Background: an optimization exercise with open tools, aiming at small area, a short achievable clock period and few clock cycles. Do not read the settings as production practice. RTL that was checked went through simulation tests only; none was proved equivalent to the original. No activity file was given, so power comes from the tool's default toggle rates.

## riscv_alu
module riscv_alu (
	input  logic                           clk_i,
	input  logic                           rst_n_i,
	input  logic                           enable_i,
	input  logic [6:0]                     operator_i,
	input  logic [31:0]                    operand_a_i,
	input  logic [31:0]                    operand_b_i,
	input  logic                           ex_ready_i,
	output logic [31:0]                    result_o,
	output logic                           comparison_result_o,
	output logic                           ready_o
);
Size in the first run: about 2400 cells after synthesis, roughly 75 flip-flops, ~110 I/O pins, roughly 18000 um^2 of cells after synthesis.
make LEC_CHECK=0 CAP_MARGIN=20 CORE_MARGIN=2 CORE_UTILIZATION=40 SETUP_SLACK_MARGIN=3 SLEW_MARGIN=20 finish   # period 12.0 ns
run.sh (not shown) runs the stock make flow with config.mk's settings and CLKGATE_MAP_FILE= SYNTH_SCRIPT=/design/flow/synth_recipe.tcl, a recipe that flattens the netlist after the stock synthesis.
The starting point went through all stages and came out clean.
Testbench counts at the start, summed over its fixed seeds: cycles 33,415.
Then changed:
- ABC_AREA: unset -> 1
- SETUP_SLACK_MARGIN: 3 -> 5
Effect: Die area is lower by 13%. Global-route usage is lower by 0.36 points. Area after synthesis is lower by 13%. Via count is lower by 4.5%. Core utilization is higher by 0.16 points. Register-to-register slack gets worse by 0.59 ns. Power is lower by 15%. Wire length is lower by 13%. Sequential share of layout area is higher by 1.3 points. Design area is lower by 12%.
Then changed:
- SETUP_SLACK_MARGIN: 5 -> 3
Result: The new run finished clean; global-route usage drops by 1.2 points; sequential power barely changes; synthesized cell count does not change; maximum frequency drops by about 0.5%; clock skew fell by 0.0055 ns; combinational power is lower by 8.6%; via count goes down by 2.8%; die area is unchanged; worst setup slack degrades by 0.048 ns; cell area decreases by about 3.2%; wire length shrinks by 4.0%.

========
## garnet
Another version of the RTL of riscv_alu (not shown whole).
Size: roughly 2,700 cells after synthesis, about 0.016 mm² of cells after synthesis.
export LEC_CHECK = 0
export ABC_AREA = 1
export CAP_MARGIN = 20
export CORE_MARGIN = 2
export CORE_UTILIZATION = 40
export SETUP_SLACK_MARGIN = 2.5
export SLEW_MARGIN = 20
export BUFFER_PORTS_ARGS = -buffer_cell sky130_fd_sc_hd__buf_2
export SETUP_MOVE_SEQUENCE = unbuffer,sizeup,swap,buffer
create_clock -name core_clock -period 12.0 [get_ports {clk_i}]
standard.sh (not shown) runs the stock make flow with config.mk's settings and CLKGATE_MAP_FILE= SYNTH_SCRIPT=/design/flow/synth_recipe.tcl, a recipe that flattens the netlist after the stock synthesis.
==> flow/flow/run.sh <==
#!/bin/bash
# The standard layout, with the port buffers that buffer_ports inserts
# chosen as buf_2 instead of its default pick (a slow delay buffer), and
# timing repair limited to the moves: unbuffer,sizeup,swap,buffer.
set -e
echo 'export BUFFER_PORTS_ARGS = -buffer_cell sky130_fd_sc_hd__buf_2' >> config.mk
echo 'export SETUP_MOVE_SEQUENCE = unbuffer,sizeup,swap,buffer' >> config.mk
bash standard.sh > standard.log 2>&1
garnet reached the end of the flow, and the finished layout is clean on the timing, design-rule and antenna checks.
Testbench counts of garnet, summed over its fixed seeds: cycles 29,602.
What nickel does differently from garnet at the input level:
- clearing BUFFER_PORTS_ARGS, which used to be -buffer_cell sky130_fd_sc_hd__buf_2
- clearing SETUP_MOVE_SEQUENCE, which used to be unbuffer,sizeup,swap,buffer
- swapping 2.5 for 3 in SETUP_SLACK_MARGIN
==> flow/run.sh (new file) <==
#!/bin/bash
# synth_recipe.tcl (not shown) runs the flow's synth.tcl, then flattens the netlist and writes it again
# the make line also repeats each setting of config.mk as NAME=value (left out here)
make -C /OpenROAD-flow-scripts/flow DESIGN_CONFIG=/design/flow/config.mk WORK_HOME=/design/flow/orfs CLKGATE_MAP_FILE= SYNTH_SCRIPT=/design/flow/synth_recipe.tcl finish
removed: flow/flow/run.sh
removed: flow/standard.sh
Findings:
- The final layout from garnet, which completed every stage, passed the timing, design-rule and antenna checks at the end of the flow.
- Per the final summary, nickel finished and its layout is clean on timing, DRC and antenna.
- Row number of buffers other than clock buffers in the final layout: nickel higher / garnet lower
- Relative to garnet, the maximum vdd drop measured on nickel has increased by more than 10%.
- Relative to garnet, arrival time of data at the critical path endpoint has decreased by 0.08 ns in nickel.
- Going from garnet to nickel, the combined area of the multi-input logic cells was found to have gone up by 0.0012 mm².
- Of nickel and garnet, it is nickel that has the lower largest driver fanout on the critical path.
- [compare] base=garnet new=nickel: placed instance count shows an increase of 41, post-route standard cell area excluding fillers shows an increase of about 20%.
The following lists how lagoon was set up differently from nickel:
- SETUP_SLACK_MARGIN: 3 -> 2.5
- SETUP_MOVE_SEQUENCE: unset -> unbuffer,sizeup,swap
- BUFFER_PORTS_ARGS: unset -> -buffer_cell sky130_fd_sc_hd__buf_2
==> flow/flow/run.sh (new file) <==
#!/bin/bash
# The standard layout, with the port buffers that buffer_ports inserts
# chosen as buf_2 instead of its default pick (a slow delay buffer), and
# timing repair limited to the moves: unbuffer,sizeup,swap.
set -e
echo 'export BUFFER_PORTS_ARGS = -buffer_cell sky130_fd_sc_hd__buf_2' >> config.mk
echo 'export SETUP_MOVE_SEQUENCE = unbuffer,sizeup,swap' >> config.mk
bash standard.sh > standard.log 2>&1
==> flow/standard.sh (new file) <==
#!/bin/bash
# synth_recipe.tcl (not shown) runs the flow's synth.tcl, then flattens the netlist and writes it again
# the make line also repeats each setting of config.mk as NAME=value (left out here)
make -C /OpenROAD-flow-scripts/flow DESIGN_CONFIG=/design/flow/config.mk WORK_HOME=/design/flow/orfs CLKGATE_MAP_FILE= SYNTH_SCRIPT=/design/flow/synth_recipe.tcl "${@:-finish}"
removed: flow/run.sh
Findings:
- lagoon finished every stage and its layout cleared the timing, design-rule and antenna checks.
- On worst hold slack, lagoon does worse than nickel.
- When lagoon is measured against nickel, its final core utilization turns out 9.7 points lower.
- Run comparison: nickel critical path capture point ready_o; lagoon critical path capture point result_o[2]
- Against nickel, critical path depth in lagoon fell by more than a quarter.
Inputs modified between lagoon and indigo:
- a change of SETUP_MOVE_SEQUENCE from unbuffer,sizeup,swap to unbuffer,sizeup,swap,buffer
- a change of SETUP_SLACK_MARGIN from 2.5 to 3
==> flow/flow/run.sh <==
#!/bin/bash
# The standard layout, with the port buffers that buffer_ports inserts
# chosen as buf_2 instead of its default pick (a slow delay buffer), and
# timing repair limited to the moves: unbuffer,sizeup,swap,buffer.
set -e
echo 'export BUFFER_PORTS_ARGS = -buffer_cell sky130_fd_sc_hd__buf_2' >> config.mk
echo 'export SETUP_MOVE_SEQUENCE = unbuffer,sizeup,swap,buffer' >> config.mk
bash standard.sh > standard.log 2>&1
Notes after the runs:
Compared with lagoon, in indigo met1 layer usage reported by global route now larger; final design utilization went up.
Power density normalized to cell area in indigo vs lagoon: down about 0.75%
Diff indigo..lagoon | number of cells produced by synthesis | unchanged
Fraction of met3 tracks used by global routing (lower): lagoon

========
Another version of the RTL of riscv_alu (not shown whole).
Size: roughly 2500 cells after synthesis, ~75 flip-flops, ~110 I/O pins, roughly 15000 sq um of cells after synthesis.
==> flow/design.v (excerpt) <==
module riscv_alu (
	input  logic                           clk_i,
	input  logic                           rst_n_i,
	input  logic                           enable_i,
	input  logic [6:0]                     operator_i,
	input  logic [31:0]                    operand_a_i,
	input  logic [31:0]                    operand_b_i,
	input  logic                           ex_ready_i,
	output logic [31:0]                    result_o,
	output logic                           comparison_result_o,
	output logic                           ready_o
);
	logic [6:0]  op;
	logic [31:0] a;
	logic [31:0] b;
	logic        g_cmp;
	logic        g_minmax;
	logic        g_and;
	logic        g_addsub;
	logic        g_shift;
	logic        g_or;
	logic        g_xor;
	logic        g_div;
	logic        g_count;
	logic        sub;
	logic        neg_a;
	logic [31:0] add_x;
	logic [31:0] add_y;
	logic        add_inv;
	logic        add_cin;
	logic [31:0] sum;
	logic        cout;
	logic [31:0] prop;
	logic [31:0] gen;
	logic        cmp;
	logic        take_a;
	logic        div_b_zero;
	logic        sel_a;
	logic        sel_b;
  ...
Settings: LEC_CHECK=0, ABC_AREA=1, CAP_MARGIN=20, CORE_MARGIN=2, CORE_UTILIZATION=50, SETUP_SLACK_MARGIN=2, SLEW_MARGIN=20; clock period 12.0 ns.
run.sh (not shown) runs the stock make flow with config.mk's settings and CLKGATE_MAP_FILE= SYNTH_SCRIPT=/design/flow/synth_recipe.tcl, a recipe that flattens the netlist after the stock synthesis.
Stock flow here: none of the scripts above is used.
Testbench counts at the start, summed over its fixed seeds: cycles 33,415.
Next try:
==> flow/flow/run.sh (new file) <==
#!/bin/bash
# The standard layout, with the port buffers that buffer_ports inserts
# chosen as buf_2 instead of its default pick (a slow delay buffer), and
# power recovery (downsizing) on the paths with slack to spare.
set -e
echo 'export BUFFER_PORTS_ARGS = -buffer_cell sky130_fd_sc_hd__buf_2' >> config.mk
echo 'export RECOVER_POWER = 100' >> config.mk
bash standard.sh > standard.log 2>&1
==> flow/standard.sh (new file) <==
#!/bin/bash
# synth_recipe.tcl (not shown) runs the flow's synth.tcl, then flattens the netlist and writes it again
# the make line also repeats each setting of config.mk as NAME=value (left out here)
make -C /OpenROAD-flow-scripts/flow DESIGN_CONFIG=/design/flow/config.mk WORK_HOME=/design/flow/orfs CLKGATE_MAP_FILE= SYNTH_SCRIPT=/design/flow/synth_recipe.tcl "${@:-finish}"
--- a/flow/config.mk
+++ b/flow/config.mk
@@ -9,5 +9,7 @@
 export CAP_MARGIN = 20
 export CORE_MARGIN = 2
-export CORE_UTILIZATION = 50
+export CORE_UTILIZATION = 40
 export SETUP_SLACK_MARGIN = 2
 export SLEW_MARGIN = 20
+export BUFFER_PORTS_ARGS = -buffer_cell sky130_fd_sc_hd__buf_2
+export RECOVER_POWER = 100
removed: flow/run.sh
=> The new run finished but failed the layout checks on max-capacitance violations, max-slew violations; register-to-register slack degrades by 1.7 ns; setup slack degrades by 0.70 ns; design area is lower by 5.3%; synthesized area does not change; global-route usage is lower by 10 points; routed wire length is lower by about 2.8%.
Next try:
==> flow/run.sh (new file) <==
#!/bin/bash
# synth_recipe.tcl (not shown) runs the flow's synth.tcl, then flattens the netlist and writes it again
# the make line also repeats each setting of config.mk as NAME=value (left out here)
make -C /OpenROAD-flow-scripts/flow DESIGN_CONFIG=/design/flow/config.mk WORK_HOME=/design/flow/orfs CLKGATE_MAP_FILE= SYNTH_SCRIPT=/design/flow/synth_recipe.tcl finish
--- a/flow/config.mk
+++ b/flow/config.mk
@@ -10,6 +10,4 @@
 export CORE_MARGIN = 2
 export CORE_UTILIZATION = 40
-export SETUP_SLACK_MARGIN = 2
+export SETUP_SLACK_MARGIN = 2.5
 export SLEW_MARGIN = 20
-export BUFFER_PORTS_ARGS = -buffer_cell sky130_fd_sc_hd__buf_2
-export RECOVER_POWER = 100
removed: flow/flow/run.sh
removed: flow/standard.sh
Result:
- Now the flow passed the timing, design-rule and antenna checks
- register-to-register slack gains 0.79 ns
- hold slack loses 0.020 ns
- via count came out higher by a few percent
- total power came out higher by a few percent
- maximum frequency came out higher by about a fifth
- cell count came out higher by a few percent
- critical path depth came out lower by 2
- die area is unchanged
- wire length came out higher by a little under a tenth
- global-route usage came out higher by 3.2 points
- cell area came out higher by roughly a tenth
Next try:
==> flow/flow/run.sh (new file) <==
#!/bin/bash
# The standard layout, with the port buffers that buffer_ports inserts
# chosen as buf_2 instead of its default pick (a slow delay buffer), and
# timing repair limited to the moves: unbuffer,sizeup,swap.
set -e
echo 'export BUFFER_PORTS_ARGS = -buffer_cell sky130_fd_sc_hd__buf_2' >> config.mk
echo 'export SETUP_MOVE_SEQUENCE = unbuffer,sizeup,swap' >> config.mk
bash standard.sh > standard.log 2>&1
==> flow/standard.sh (new file) <==
#!/bin/bash
# synth_recipe.tcl (not shown) runs the flow's synth.tcl, then flattens the netlist and writes it again
# the make line also repeats each setting of config.mk as NAME=value (left out here)
make -C /OpenROAD-flow-scripts/flow DESIGN_CONFIG=/design/flow/config.mk WORK_HOME=/design/flow/orfs CLKGATE_MAP_FILE= SYNTH_SCRIPT=/design/flow/synth_recipe.tcl "${@:-finish}"
--- a/flow/config.mk
+++ b/flow/config.mk
@@ -10,4 +10,6 @@
 export CORE_MARGIN = 2
 export CORE_UTILIZATION = 40
-export SETUP_SLACK_MARGIN = 2.5
+export SETUP_SLACK_MARGIN = 2.2
 export SLEW_MARGIN = 20
+export BUFFER_PORTS_ARGS = -buffer_cell sky130_fd_sc_hd__buf_2
+export SETUP_MOVE_SEQUENCE = unbuffer,sizeup,swap
removed: flow/run.sh
Outcome:
- via count drops by 3.8%
- final area drops by 9.2%
- utilization drops by 4.6 points
- power drops by 2.6%
- global-route usage drops by 3.2 points
- wire length drops by 9.1%
- flip-flop and latch count stays the same
- combinational power drops by about 4%
- count of clock-buffer cells in the layout drops by 1

========
== alpha ==
Another version of the RTL of riscv_alu (not shown whole).
For scale: ~2,700 cells after synthesis, ~75 flip-flops, about 19,000 um2 of cells after synthesis.
clock: 12.0 ns
lec_check: 0
cap_margin: 20
core_margin: 2
core_utilization: 40
slew_margin: 20
Stock flow here: none of the scripts above is used.
## Diff of input files: beta against alpha
-- flow/config.mk --
<<< alpha, line 10
export CORE_UTILIZATION = 40
export SLEW_MARGIN = 20
>>> beta, line 10
export CORE_UTILIZATION = 40
export SETUP_SLACK_MARGIN = 3
export SLEW_MARGIN = 20
Results
For final total power, dividing the value from beta by the value from alpha gives 1.19.
beta drops more vias than alpha.
beta against alpha: cell area after layout picked up an extra about 15%, wire length higher, arrival time at the worst endpoint down 2.07 ns, net total in the final layout picked up an extra 171.
On beta: post-place setup slack is 0.13 ns higher than what alpha gave.
No run of this note included a check of the RTL's function; only the layout flow was run.

========
## JK
riscv_alu, a different RTL version from the one above (not shown whole).
Size: ~2,600 cells after synthesis, ~75 flip-flops, roughly 110 I/O pins, about 15,000 sq um of cells after synthesis.
==> flow/config.mk <==
export PLATFORM = sky130hd
export DESIGN_NAME = riscv_alu
export DESIGN_NICKNAME = riscv_alu
export VERILOG_FILES = /design/flow/design.v
export SDC_FILE = /design/flow/constraint.sdc
export NUM_CORES = 4
export LEC_CHECK = 0
export ABC_AREA = 1
export CAP_MARGIN = 20
export CORE_MARGIN = 2
export CORE_UTILIZATION = 40
export SETUP_SLACK_MARGIN = 2
export SLEW_MARGIN = 20
export BUFFER_PORTS_ARGS = -buffer_cell sky130_fd_sc_hd__buf_2
export SETUP_MOVE_SEQUENCE = unbuffer,sizeup,swap
==> flow/constraint.sdc <==
create_clock -name core_clock -period 12.0 [get_ports {clk_i}]
set_input_delay 2.4000 -clock core_clock [delete_from_list [all_inputs] [get_ports {clk_i}]]
set_output_delay 2.4000 -clock core_clock [all_outputs]
set_load 0.01 [all_outputs]
standard.sh (not shown) runs the stock make flow with config.mk's settings and CLKGATE_MAP_FILE= SYNTH_SCRIPT=/design/flow/synth_recipe.tcl, a recipe that flattens the netlist after the stock synthesis.
==> flow/flow/run.sh <==
#!/bin/bash
# The standard layout, with the port buffers that buffer_ports inserts
# chosen as buf_2 instead of its default pick (a slow delay buffer), and
# timing repair by sizing and pin swaps only.
set -e
echo 'export BUFFER_PORTS_ARGS = -buffer_cell sky130_fd_sc_hd__buf_2' >> config.mk
echo 'export SETUP_MOVE_SEQUENCE = unbuffer,sizeup,swap' >> config.mk
bash standard.sh > standard.log 2>&1
JK finished every stage and its layout cleared the timing, design-rule and antenna checks.
For MS, these inputs were changed with respect to JK:
- swapping 2 for 2.5 in SETUP_SLACK_MARGIN
Notes after the runs:
Status: cell count parity (JK, MS). Summary: with JK as the reference, routed wire length in MS moved up slightly. MS vs JK: final cycle utilization of the critical path down in MS. In the reports for JK and MS, the larger met2 wirelength from detailed routing belongs to MS. Changes observed in MS relative to JK: clock skew about even, worst-case hold slack saw an increase. JK ended up with met5 as its top layer used by detailed routing; MS ended up with met4.
Function was not checked in any run of this note: the RTL went through the layout flow alone.

========
Another version of the RTL of riscv_alu (not shown whole).
Size: about 75 flip-flops, about 15,000 um^2 of cells after synthesis.
Design riscv_alu, start of the top module:
module riscv_alu (
	input  logic                           clk_i,
	input  logic                           rst_n_i,
	input  logic                           enable_i,
	input  logic [6:0]                     operator_i,
	input  logic [31:0]                    operand_a_i,
	input  logic [31:0]                    operand_b_i,
	input  logic                           ex_ready_i,
	output logic [31:0]                    result_o,
	output logic                           comparison_result_o,
	output logic                           ready_o
);
Settings: LEC_CHECK=0, ABC_AREA=1, CAP_MARGIN=20, CORE_MARGIN=2, CORE_UTILIZATION=40, SETUP_SLACK_MARGIN=2.5, SLEW_MARGIN=20; clock period 12.0 ns.
run.sh (not shown) runs the stock make flow with config.mk's settings and CLKGATE_MAP_FILE= SYNTH_SCRIPT=/design/flow/synth_recipe.tcl, a recipe that flattens the netlist after the stock synthesis.
Stock flow here: none of the scripts above is used.
The baseline passed the timing, design-rule and antenna checks.
Change:
--- a/flow/config.mk
+++ b/flow/config.mk
@@ -10,4 +10,4 @@
 export CORE_MARGIN = 2
 export CORE_UTILIZATION = 40
-export SETUP_SLACK_MARGIN = 2.5
+export SETUP_SLACK_MARGIN = 2
 export SLEW_MARGIN = 20
What happened: The changed run completed without violations; sequential power barely changes; combinational power falls by about 3%; final cell count falls by 1.7%; die area is unchanged; power falls by 2.3%.
No functional check of the RTL was part of any run of this note.

## static timing again, ports no longer ideal
In the flow no input, the clock included, has a driving cell. The finished layouts below were timed again as built, in two steps.
Step 1, drivers: a clkbuf_16 drives clk_i and a buf_2 each remaining input, both assumed.
Step 2 times the ports against the registers' clock, not the clock port: input delays grow and output delays shrink by t, the midpoint of the rising clock arrivals with the driver on.
a / b / c = ideal / step 1 / step 2; a / b = the first two.
run | t (ns) | setup slack, ns | hold slack, ns | worst register clock-pin slew, ns | worst slew at a driven data input, ns
the first run of note 1 | 0.400 | 2.313 / 2.240 / 2.240 | 0.680 / 0.680 / 0.680 | 0.07 / 0.07 | 0.08
the second run of note 1 | 0.391 | 2.166 / 2.118 / 2.118 | 0.594 / 0.594 / 0.594 | 0.08 / 0.08 | 0.07
the third run of note 1 | 0.410 | 2.118 / 2.056 / 2.056 | 0.624 / 0.624 / 0.624 | 0.07 / 0.07 | 0.07
garnet | 0.404 | 2.489 / 2.437 / 2.437 | 0.633 / 0.633 / 0.633 | 0.07 / 0.07 | 0.07
nickel | 0.410 | 2.567 / 2.491 / 2.491 | 0.663 / 0.663 / 0.663 | 0.07 / 0.07 | 0.07
lagoon | 0.404 | 2.393 / 2.338 / 2.338 | 0.612 / 0.612 / 0.612 | 0.07 / 0.07 | 0.09
indigo | 0.403 | 2.560 / 2.530 / 2.530 | 0.617 / 0.617 / 0.617 | 0.07 / 0.07 | 0.09
the first run of note 3 | 0.404 | 1.980 / 1.954 / 1.954 | 0.613 / 0.613 / 0.613 | 0.07 / 0.07 | 0.04
the second run of note 3 | 0.399 | 1.281 / 1.251 / 1.251 | 0.614 / 0.614 / 0.614 | 0.07 / 0.07 | 0.06
the third run of note 3 | 0.403 | 2.600 / 2.541 / 2.541 | 0.595 / 0.595 / 0.595 | 0.07 / 0.07 | 0.06
the fourth run of note 3 | 0.405 | 2.238 / 2.153 / 2.153 | 0.615 / 0.615 / 0.615 | 0.07 / 0.07 | 0.08
alpha | 0.408 | 0.181 / 0.160 / 0.160 | 0.658 / 0.658 / 0.658 | 0.06 / 0.06 | 0.05
beta | 0.416 | 2.254 / 2.196 / 2.196 | 0.645 / 0.645 / 0.645 | 0.07 / 0.07 | 0.07
JK | 0.411 | 2.111 / 2.086 / 2.086 | 0.641 / 0.641 / 0.641 | 0.08 / 0.08 | 0.04
MS | 0.415 | 2.302 / 2.239 / 2.239 | 0.647 / 0.647 / 0.647 | 0.08 / 0.08 | 0.06
the first run of note 6 | 0.401 | 2.565 / 2.537 / 2.537 | 0.643 / 0.643 / 0.643 | 0.07 / 0.07 | 0.06
the second run of note 6 | 0.401 | 2.153 / 2.116 / 2.116 | 0.641 / 0.641 / 0.641 | 0.07 / 0.07 | 0.06
For the fourth run of note 3, which loses most, drivers alone change the setup slack by -0.085 ns; drivers and shift together by -0.085 ns.
